This is an optimization exercise on Yosys and OpenROAD, whose aim is small area, a short achievable clock period and few clock cycles, not a production implementation.
RTL that was checked went through simulation tests only; none was proved equivalent to the original.

==> flow/design.v <==
package cpu16_pkg;
	typedef logic [16-1:0]        word_t;     
	typedef logic [$clog2(16)-1:0]  reg_idx_t;  
	typedef logic [3:0]                      flags_t;    
	typedef enum logic [1:0] {
		PH_FETCH   = 2'd0,  
		PH_DECODE  = 2'd1,  
		PH_EXECUTE = 2'd2,  
		PH_COMMIT  = 2'd3   
	} phase_t;
	typedef struct packed {
		logic [1:0] group;      
		logic [2:0] alu_op;     
		logic       const_arg;  
		reg_idx_t   ra;         
		reg_idx_t   rb;         
		logic [3:0] imm;        
		logic       ld;         
		logic       st;         
		logic       ldi;        
		logic [1:0] incdec;     
		logic       jump;       
		logic       rel;        
		logic       halt;       
	} ctrl_t;
	typedef struct packed {
		logic  write;  
		word_t addr;
		word_t wdata;
	} mem_req_t;
endpackage
`timescale 1ns/100ps
module cpu16_top (
	input  logic        CLK,
	input  logic        rst_n,
	input  logic        imem_ack,
	input  logic [15:0] imem_data,
	input  logic        dmem_ack,
	input  logic [15:0] dmem_rdata,
	output logic        imem_req,
	output logic [15:0] imem_addr,
	output logic        dmem_req,
	output logic [32:0] dmem_cmd,
	output logic        halted
);
	logic        ph;        
	logic [15:0] ir;        
	logic [15:0] a;         
	logic [15:0] b;         
	logic [15:0] fa;        
	logic [3:0]  flags;     
	logic [15:0] res_q;     
	logic        c_q;       
	logic        wr_q;      
	logic        dm_pend;   
	logic        halted_r;
	logic        tk_abs;    
	logic        tk_rel;    
	logic        fr_q;      
	logic        fw_q;      
	logic [15:0] regs [16];
	logic x_halt;   
	logic x_mem;    
	logic x_ld;     
	logic x_wr;     
	logic x_alu;    
	logic x_xw;     
	logic x_lw;     
	logic x_arith, x_sub, x_and, x_or, x_xor, x_shl, x_shr, x_mov;
	logic dm_wait, f_acc, x_go;
	assign dm_wait = dm_pend && !dmem_ack;
	assign f_acc   = !ph && imem_ack && !dm_wait;
	assign x_go    = ph && !dm_pend;
	logic [15:0] incval;
	assign incval = ir[13] ? b - 16'd1 : b + 16'd1;
	logic        we, w_ra, w_ld;
	logic [3:0]  waddr;
	logic [15:0] wdata;
	assign w_ld  = x_ld && dm_pend;
	assign we    = wr_q || (dm_pend && dmem_ack && x_lw) || (x_go && x_xw);
	assign w_ra  = wr_q || w_ld;
	assign waddr = w_ra ? ir[7:4] : ir[3:0];
	assign wdata = wr_q ? res_q : (w_ld ? dmem_rdata : incval);
	logic [15:0] rf_d, rf_en;
	assign rf_d = rst_n ? wdata : 16'd0;
	always_comb
		for (int i = 0; i < 16; i++)
			rf_en[i] = !rst_n || (we && waddr == 4'(i));
	always_ff @(posedge CLK)
		for (int i = 0; i < 16; i++)
			if (rf_en[i])
				regs[i] <= rf_d;
	logic [3:0] flags_n;
	assign flags_n = (wr_q && x_alu) ? {c_q, res_q == 16'd0, ~^res_q, res_q[15]} : flags;
	logic [1:0]  d_grp;
	logic [3:0]  d_aluf;
	logic        d_ldi, d_mem, d_ld, d_alu, d_incdec, d_const, d_sub, d_shl, d_fsel, d_taken;
	assign d_grp    = imem_data[15:14];
	assign d_aluf   = imem_data[13:10];
	assign d_alu    = (d_grp == 2'b11);
	assign d_ldi    = (d_grp == 2'b01) && (imem_data[9:8] == 2'b01);
	assign d_mem    = (d_grp == 2'b01) && (imem_data[9:8] != 2'b01);
	assign d_ld     = d_mem && !imem_data[10];
	assign d_incdec = imem_data[13] ^ imem_data[12];
	assign d_const  = d_alu ? imem_data[8] : d_ldi;
	assign d_sub    = d_alu && (d_aluf == 4'b0010);
	assign d_shl    = d_alu && (d_aluf == 4'b0110);
	always_comb begin
		case (imem_data[9:8])
			2'b00:   d_fsel = flags_n[3];
			2'b01:   d_fsel = flags_n[2];
			2'b10:   d_fsel = flags_n[1];
			default: d_fsel = flags_n[0];
		endcase
	end
	assign d_taken = (d_grp == 2'b10) && (!imem_data[13] || (d_fsel == imem_data[12]));
	logic [15:0] rda, rdb, fwa, fwb, a_in, b_in;
	assign rda = regs[imem_data[7:4]];
	assign rdb = regs[imem_data[3:0]];
	assign fwa = (we && waddr == imem_data[7:4]) ? wdata : rda;
	assign fwb = (we && waddr == imem_data[3:0]) ? wdata : rdb;
	logic [15:0] fa_inc;
	assign fa_inc = fa + 16'd1;
	always_comb
		for (int i = 0; i < 16; i++)
			a_in[i] = (d_grp == 2'b10) ? fa_inc[i] : (d_shl ? fwa[15-i] : fwa[i]);
	assign b_in = (d_const ? {12'd0, imem_data[3:0]} : fwb) ^ {16{d_sub}};
	logic [15:0] alu_res, sh_rev;
	logic [16:0] sum, shr_wide;
	logic        alu_c;
	assign sum      = {1'b0, a} + {1'b0, b} + {16'd0, x_sub};
	assign shr_wide = {a, 1'b0} >> b[3:0];
	always_comb
		for (int i = 0; i < 16; i++)
			sh_rev[i] = shr_wide[16-i];
	assign alu_res = ({16{x_mov}} & b) | ({16{x_arith}} & sum[15:0]) |
		({16{x_and}} & (a & b)) | ({16{x_or}} & (a | b)) | ({16{x_xor}} & (a ^ b)) |
		({16{x_shl}} & sh_rev) | ({16{x_shr}} & shr_wide[16:1]);
	assign alu_c   = (x_arith && (sum[16] ^ x_sub)) || ((x_shl || x_shr) && shr_wide[0]);
	logic ph_n, halted_n, dm_pend_n;
	assign ph_n      = f_acc ? 1'b1 : (x_go ? 1'b0 : ph);
	assign halted_n  = halted_r || (x_go && x_halt);
	assign dm_pend_n = (x_go && x_mem) ? 1'b1 : (dmem_ack ? 1'b0 : dm_pend);
	always_ff @(posedge CLK) begin
		if (!rst_n) begin
			ph       <= 1'b0;
			fa       <= 16'h0000;
			flags    <= '0;
			wr_q     <= 1'b0;
			dm_pend  <= 1'b0;
			halted_r <= 1'b0;
			tk_abs   <= 1'b0;
			tk_rel   <= 1'b0;
			fr_q     <= 1'b1;
			fw_q     <= 1'b0;
		end else begin
			fr_q <= ph_n == 1'b0 && !halted_n;
			fw_q <= ph_n == 1'b0 && !halted_n && dm_pend_n;
			wr_q  <= x_go && x_wr;
			flags <= flags_n;
			if (f_acc) begin
				ph     <= 1'b1;
				fa     <= fa_inc;
				tk_abs <= d_taken && !imem_data[10];
				tk_rel <= d_taken && imem_data[10];
			end
			if (x_go) begin
				ph     <= 1'b0;
				tk_abs <= 1'b0;
				tk_rel <= 1'b0;
				if (tk_abs)
					fa <= b;
				else if (tk_rel)
					fa <= sum[15:0];
				if (x_halt)
					halted_r <= 1'b1;
			end
			if (x_go && x_mem)
				dm_pend <= 1'b1;
			else if (dmem_ack)
				dm_pend <= 1'b0;
		end
	end
	always_ff @(posedge CLK) begin
		res_q <= alu_res;
		c_q   <= alu_c;
		if (f_acc) begin
			ir      <= imem_data;
			a       <= a_in;
			b       <= b_in;
			x_halt  <= (d_grp == 2'b00) && (imem_data[13:11] == 3'b001);
			x_mem   <= d_mem;
			x_ld    <= d_ld;
			x_wr    <= d_alu || d_ldi;
			x_alu   <= d_alu;
			x_xw    <= d_ld && d_incdec;
			x_lw    <= d_ld ? !(d_incdec && (imem_data[7:4] == imem_data[3:0])) : (d_mem && d_incdec);
			x_arith <= d_alu && (d_aluf[3:2] == 2'b00) && (d_aluf[1] ^ d_aluf[0]);
			x_sub   <= d_sub;
			x_and   <= d_alu && (d_aluf == 4'b0011);
			x_or    <= d_alu && (d_aluf == 4'b0100);
			x_xor   <= d_alu && (d_aluf == 4'b0101);
			x_shl   <= d_shl;
			x_shr   <= d_alu && (d_aluf == 4'b0111);
			x_mov   <= d_ldi || (d_alu && (d_aluf[3] || (d_aluf[2:0] == 3'b000)));
		end
	end
	assign halted    = halted_r || (ph && !dm_pend && x_halt);
	assign imem_req  = (ph && !halted_r && !dm_pend && !x_halt) ||
		(fr_q && !imem_ack) || (fw_q && !dmem_ack);
	assign imem_addr = tk_rel ? sum[15:0] : (tk_abs ? b : fa);
	assign dmem_req  = (ph && !dm_pend && x_mem) || dm_wait;
	assign dmem_cmd  = {ir[10], b, a};
endmodule
export LEC_CHECK = 0
export ABC_AREA = 1
export CAP_MARGIN = 20
export CORE_MARGIN = 2
export CORE_UTILIZATION = 40
export SETUP_SLACK_MARGIN = 3.5
export SLEW_MARGIN = 20
create_clock -name core_clock -period 6.5 [get_ports {CLK}]
standard.sh (not shown) runs the stock make flow with config.mk's settings and CLKGATE_MAP_FILE= SYNTH_SCRIPT=/design/flow/synth_recipe.tcl, a recipe that flattens the netlist after the stock synthesis.
==> flow/flow/run.sh <==
#!/bin/bash
set -e
export BUFFER_PORTS_ARGS="-buffer_cell sky130_fd_sc_hd__buf_2"
bash standard.sh > standard.log 2>&1
Rerun with:
--- a/flow/design.v
+++ b/flow/design.v
@@ -55,10 +55,8 @@
 	logic        dm_pend;   
 	logic        halted_r;
 	logic        tk_abs;    
 	logic        tk_rel;    
-	logic        fr_q;      
-	logic        fw_q;      
 	logic [15:0] regs [16];
 	logic x_halt;   
 	logic x_mem;    
 	logic x_ld;     
@@ -136,12 +134,8 @@
 	assign alu_res = ({16{x_mov}} & b) | ({16{x_arith}} & sum[15:0]) |
 		({16{x_and}} & (a & b)) | ({16{x_or}} & (a | b)) | ({16{x_xor}} & (a ^ b)) |
 		({16{x_shl}} & sh_rev) | ({16{x_shr}} & shr_wide[16:1]);
 	assign alu_c   = (x_arith && (sum[16] ^ x_sub)) || ((x_shl || x_shr) && shr_wide[0]);
-	logic ph_n, halted_n, dm_pend_n;
-	assign ph_n      = f_acc ? 1'b1 : (x_go ? 1'b0 : ph);
-	assign halted_n  = halted_r || (x_go && x_halt);
-	assign dm_pend_n = (x_go && x_mem) ? 1'b1 : (dmem_ack ? 1'b0 : dm_pend);
 	always_ff @(posedge CLK) begin
 		if (!rst_n) begin
 			ph       <= 1'b0;
 			fa       <= 16'h0000;
@@ -150,13 +144,9 @@
 			dm_pend  <= 1'b0;
 			halted_r <= 1'b0;
 			tk_abs   <= 1'b0;
 			tk_rel   <= 1'b0;
-			fr_q     <= 1'b1;
-			fw_q     <= 1'b0;
 		end else begin
-			fr_q <= ph_n == 1'b0 && !halted_n;
-			fw_q <= ph_n == 1'b0 && !halted_n && dm_pend_n;
 			wr_q  <= x_go && x_wr;
 			flags <= flags_n;
 			if (f_acc) begin
 				ph     <= 1'b1;
@@ -205,10 +195,9 @@
 			x_mov   <= d_ldi || (d_alu && (d_aluf[3] || (d_aluf[2:0] == 3'b000)));
 		end
 	end
 	assign halted    = halted_r || (ph && !dm_pend && x_halt);
-	assign imem_req  = (ph && !halted_r && !dm_pend && !x_halt) ||
-		(fr_q && !imem_ack) || (fw_q && !dmem_ack);
-	assign imem_addr = tk_rel ? sum[15:0] : (tk_abs ? b : fa);
+	assign imem_req  = !halted_r && (ph ? (!dm_pend && !x_halt && !tk_rel) : (!imem_ack || dm_wait));
+	assign imem_addr = tk_abs ? b : fa;
 	assign dmem_req  = (ph && !dm_pend && x_mem) || dm_wait;
 	assign dmem_cmd  = {ir[10], b, a};
 endmodule
After rerunning: The changed run finished with timing, DRC and antenna clean. Worst setup slack improves by 1.0 ns. Design area is lower by a few percent. Flip-flop and latch count shrinks by 2. Wire length went down slightly. Clock-buffer cell count went up by 4. Area after synthesis goes down slightly. Utilization falls by 0.31 points. Clock skew drops by 0.017 ns. Non-clock buffer count climbs by 16.
Testbench counts after the change, summed over its fixed seeds: cycles 42,776.
Only the layout flow was run in the first run of this note; the RTL was not checked for function there.

[static timing again, ports no longer ideal]
Ports are ideal in the flow. The routed layouts listed here were re-timed in OpenROAD.
Step 1 assumes that a clkbuf_16 drives the clock port and a buf_2 every other input.
Step 2 also shifts input and output timing later by t, the mid clock arrival at the registers, as if the neighbouring blocks saw the same clock.
a / b / c = no drivers / after step 1 / after step 2; a / b = the first two.
run | shift t [ns] | setup WS [ns] | worst slew at a driven data input, ns
the first run | 0.628 | 2.276 / 2.220 / 2.848 | 0.09
the second run | 0.628 | 3.289 / 3.230 / 2.887 | 0.04
After both steps every run listed still meets setup and hold. For the second run, which loses most, drivers alone change the setup slack by -0.059 ns; drivers and shift together by -0.402 ns.
